Background: an optimization exercise with open tools, aiming at small area, a short achievable clock period and few clock cycles per item. Do not read the settings as production practice. In this exercise RTL edits were held to simulation tests only and were not proved equivalent to the original. Power and IR drop assume default switching activity.

== job 101 ==
// int_float_compare_bitmask_packer
module int_float_compare_bitmask_packer (
   input  logic        clock,
   input  logic        reset,
   input  logic        req_valid,
   output logic        req_ready,
   input  logic [63:0] req_int_elem,
   input  logic [63:0] req_float_bits,
   input  logic        req_last_item,
   output logic        rsp_valid,
   input  logic        rsp_ready,
   output logic [63:0] rsp_mask_word,
   output logic [6:0]  rsp_valid_bits,
   output logic        rsp_final_word,
   input  logic        csr_valid,
   output logic        csr_ready,
   input  logic [1:0]  csr_index,
   input  logic [63:0] csr_data
);
Size in the first run: roughly 2,000 cells after synthesis, roughly 270 flip-flops.
==> flow/config.mk <==
export PLATFORM = sky130hd
export DESIGN_NAME = int_float_compare_bitmask_packer
export DESIGN_NICKNAME = int_float_compare_bitmask_packer
export VERILOG_FILES = /design/flow/design.v
export SDC_FILE = /design/flow/constraint.sdc
export NUM_CORES = 4
export LEC_CHECK = 0
export CAP_MARGIN = 20
export CORE_MARGIN = 2
export CORE_UTILIZATION = 45
export CTS_CLUSTER_DIAMETER = 100
export CTS_CLUSTER_SIZE = 30
export SLEW_MARGIN = 20
==> flow/constraint.sdc <==
create_clock -name core_clock -period 13.0 [get_ports {clock}]
set_input_delay 2.6000 -clock core_clock [delete_from_list [all_inputs] [get_ports {clock}]]
set_output_delay 2.6000 -clock core_clock [all_outputs]
set_load 0.01 [all_outputs]
standard.sh (not shown) runs the stock make flow with config.mk's settings and CLKGATE_MAP_FILE= SYNTH_SCRIPT=/design/flow/synth_recipe.tcl, a recipe that flattens the netlist after the stock synthesis.
==> flow/flow/run.sh <==
#!/bin/bash
set -euo pipefail
bash standard.sh SETUP_SLACK_MARGIN=9.1 ADDER_MAP_FILE= \
   "BUFFER_PORTS_ARGS=-buffer_cell sky130_fd_sc_hd__buf_1" finish > standard.log 2>&1
Testbench counts of job 101, summed over its fixed seeds: cycles 16,396, items 16,012.
Changes in job 102 relative to job 101:
- swapping 45 for 60 in CORE_UTILIZATION
[summary]
Re critical path data arrival time: job 101 and job 102 aren't equal, and the lower value belongs to job 102. Taking job 101 as the reference, in job 102 critical-path maximum fanout now sits lower; number of cell rows went down. Job 101 leaves less setup margin than job 102. Taking job 101 as the reference point, the sequential share of power of job 102 rises by 1.3 points. In the tables for job 101 and job 102, total net switching power reads higher with job 101. Looking at clock network area share across job 101 and job 102, the one that comes out lower is job 102. Higher leakage component of the power among job 101 and job 102: job 101. Job 102 vs. job 101: utilization has increased, final area fell by about 4%.
Changes in job 103 relative to job 102:
- a change of CORE_UTILIZATION from 60 to 68
## What came out
Diff job 102 and job 103: share of total power consumed by net switching lower in job 102. As far as fmax is concerned, job 102 and job 103 perform about the same. Higher total power among job 102 and job 103: job 102. Lower area added between synthesis and finish among job 102 and job 103: job 103.
Modified inputs, job 104 compared to job 103
- swapping 68 for 55 in CORE_UTILIZATION
--- a/flow/flow/run.sh
+++ b/flow/flow/run.sh
@@ -3 +3 @@
-bash standard.sh SETUP_SLACK_MARGIN=9.1 ADDER_MAP_FILE= \
+bash standard.sh SETUP_SLACK_MARGIN=9.25 ADDER_MAP_FILE= \
Results
- The critical path depth of job 104 falls short of that of job 103 by 1.
- [job 104 vs job 103] global routing met1 resource utilization: lower in job 104
- Job 104 reports a higher post-route total power than job 103 does.
- Compared with job 103, job 104 improves clock period minus worst slack.

========
Starting RTL as in the previous note.
export LEC_CHECK = 0
export ABC_AREA = 1
export ABC_CLOCK_PERIOD_IN_PS = 3500
export CAP_MARGIN = 20
export CORE_MARGIN = 2
export CORE_UTILIZATION = 55
export CTS_CLUSTER_DIAMETER = 100
export CTS_CLUSTER_SIZE = 30
export SLEW_MARGIN = 20
create_clock -name core_clock -period 13.0 [get_ports {clock}]
==> flow/flow/run.sh <==
#!/bin/bash
set -euo pipefail
bash standard.sh SETUP_SLACK_MARGIN=8.95 ADDER_MAP_FILE= \
   "BUFFER_PORTS_ARGS=-buffer_cell sky130_fd_sc_hd__buf_1" finish > standard.log 2>&1
The baseline completed with no timing, DRC or antenna violations.
Testbench counts at the start, summed over its fixed seeds: cycles 16,396, items 16,012.
Next try:
==> flow/flow/run.sh (replaced) <==
#!/bin/bash
set -euo pipefail
bash standard.sh SETUP_SLACK_MARGIN=9.1 ADDER_MAP_FILE= \
   "BUFFER_PORTS_ARGS=-buffer_cell sky130_fd_sc_hd__buf_1" finish > standard.log 2>&1
The changed run passed the timing, DRC and antenna checks.
Cell area went up by 0.34%.
Setup slack gains 0.18 ns.
Wire length stays flat.
Flip-flop and latch count stays the same.
Power is higher by 0.46%.
Count of clock-buffer cells in the layout does not change.
Core utilization rose by 0.20 points.
Clock power barely changes.
Maximum frequency rises by 4.7%.
Final cell count stays flat.
First-iteration DRC count went down by 9.0%.
Next try:
ABC_AREA = default   (was 1)
ABC_CLOCK_PERIOD_IN_PS = default   (was 3500)
CAP_MARGIN = 0   (was 20)
SLEW_MARGIN = 0   (was 20)
What happened: Hold slack improves by 0.0060 ns. Cell area increases by 3.3%. Worst setup slack degrades by 0.064 ns. Final cell count decreases by 17%. Area after synthesis barely changes. Count of clock-buffer cells in the layout increases by 2. Non-clock buffer count increases by 23. Critical path depth increases by 10. Total power decreases by 3.6%.
Next try:
==> flow/flow/run.sh (replaced) <==
#!/bin/bash
set -euo pipefail
bash standard.sh SETUP_SLACK_MARGIN=9.25 ADDER_MAP_FILE= \
   "BUFFER_PORTS_ARGS=-buffer_cell sky130_fd_sc_hd__buf_1" finish > standard.log 2>&1
ABC_AREA = 1   (was default)
ABC_CLOCK_PERIOD_IN_PS = 3500   (was default)
CAP_MARGIN = 20   (was 0)
SLEW_MARGIN = 20   (was 0)
Area after synthesis hardly moves.
Cell count rose by 21%.
Setup slack improved by 0.045 ns.
Design area decreases by 2.2%.
Worst hold slack got worse by 0.017 ns.
Via count increases by 6.0%.
Non-clock buffer count goes down by 16.
Clock-buffer cell count drops by 1.
Sequential share of layout area climbs by 0.60 points.
First-iteration DRC count goes up by 18%.
Core utilization is lower by 1.4 points.

## afterwards: timing with drivers on the ports
The flow's constraints put no driver on any port. The routed layouts listed below were extracted and timed again, unchanged, in two steps. Step 1 sets driving cells, clkbuf_16 on the clock port and buf_2 on the other inputs (assumed; they add their load-dependent delay and slew). Step 2 moves the port delays by t, midway between the first and last clock arrival at a register: inputs arrive t later, outputs are due t later. That takes back most of the time a late clock gives input paths. Three values: ideal, step 1, step 2; two values: the first two.
run	shift t [ns]	slack for setup (ns)	hold WS [ns]	clock arrival spread, ns
job 101	0.578	9.038 / 9.062 / 8.485	0.340 / 0.340 / 0.340	0.033 / 0.033
job 102	0.551	9.101 / 9.101 / 8.674	0.362 / 0.362 / 0.362	0.028 / 0.028
job 103	0.552	9.112 / 9.112 / 8.680	0.336 / 0.336 / 0.336	0.031 / 0.031
job 104	0.553	9.250 / 9.207 / 8.830	0.331 / 0.331 / 0.331	0.033 / 0.033
the first run of note 2	0.550	9.017 / 8.967 / 8.609	0.340 / 0.340 / 0.340	0.018 / 0.019
the second run of note 2	0.556	9.195 / 9.140 / 8.704	0.342 / 0.342 / 0.342	0.017 / 0.017
the third run of note 2	0.564	9.130 / 9.130 / 8.677	0.348 / 0.348 / 0.348	0.027 / 0.027
the fourth run of note 2	0.559	9.176 / 9.121 / 8.809	0.331 / 0.331 / 0.331	0.033 / 0.033
After both steps every run listed still meets setup and hold. The setup slack of job 101, which loses most, moves by +0.024 ns with the drivers and by -0.553 ns with both steps.
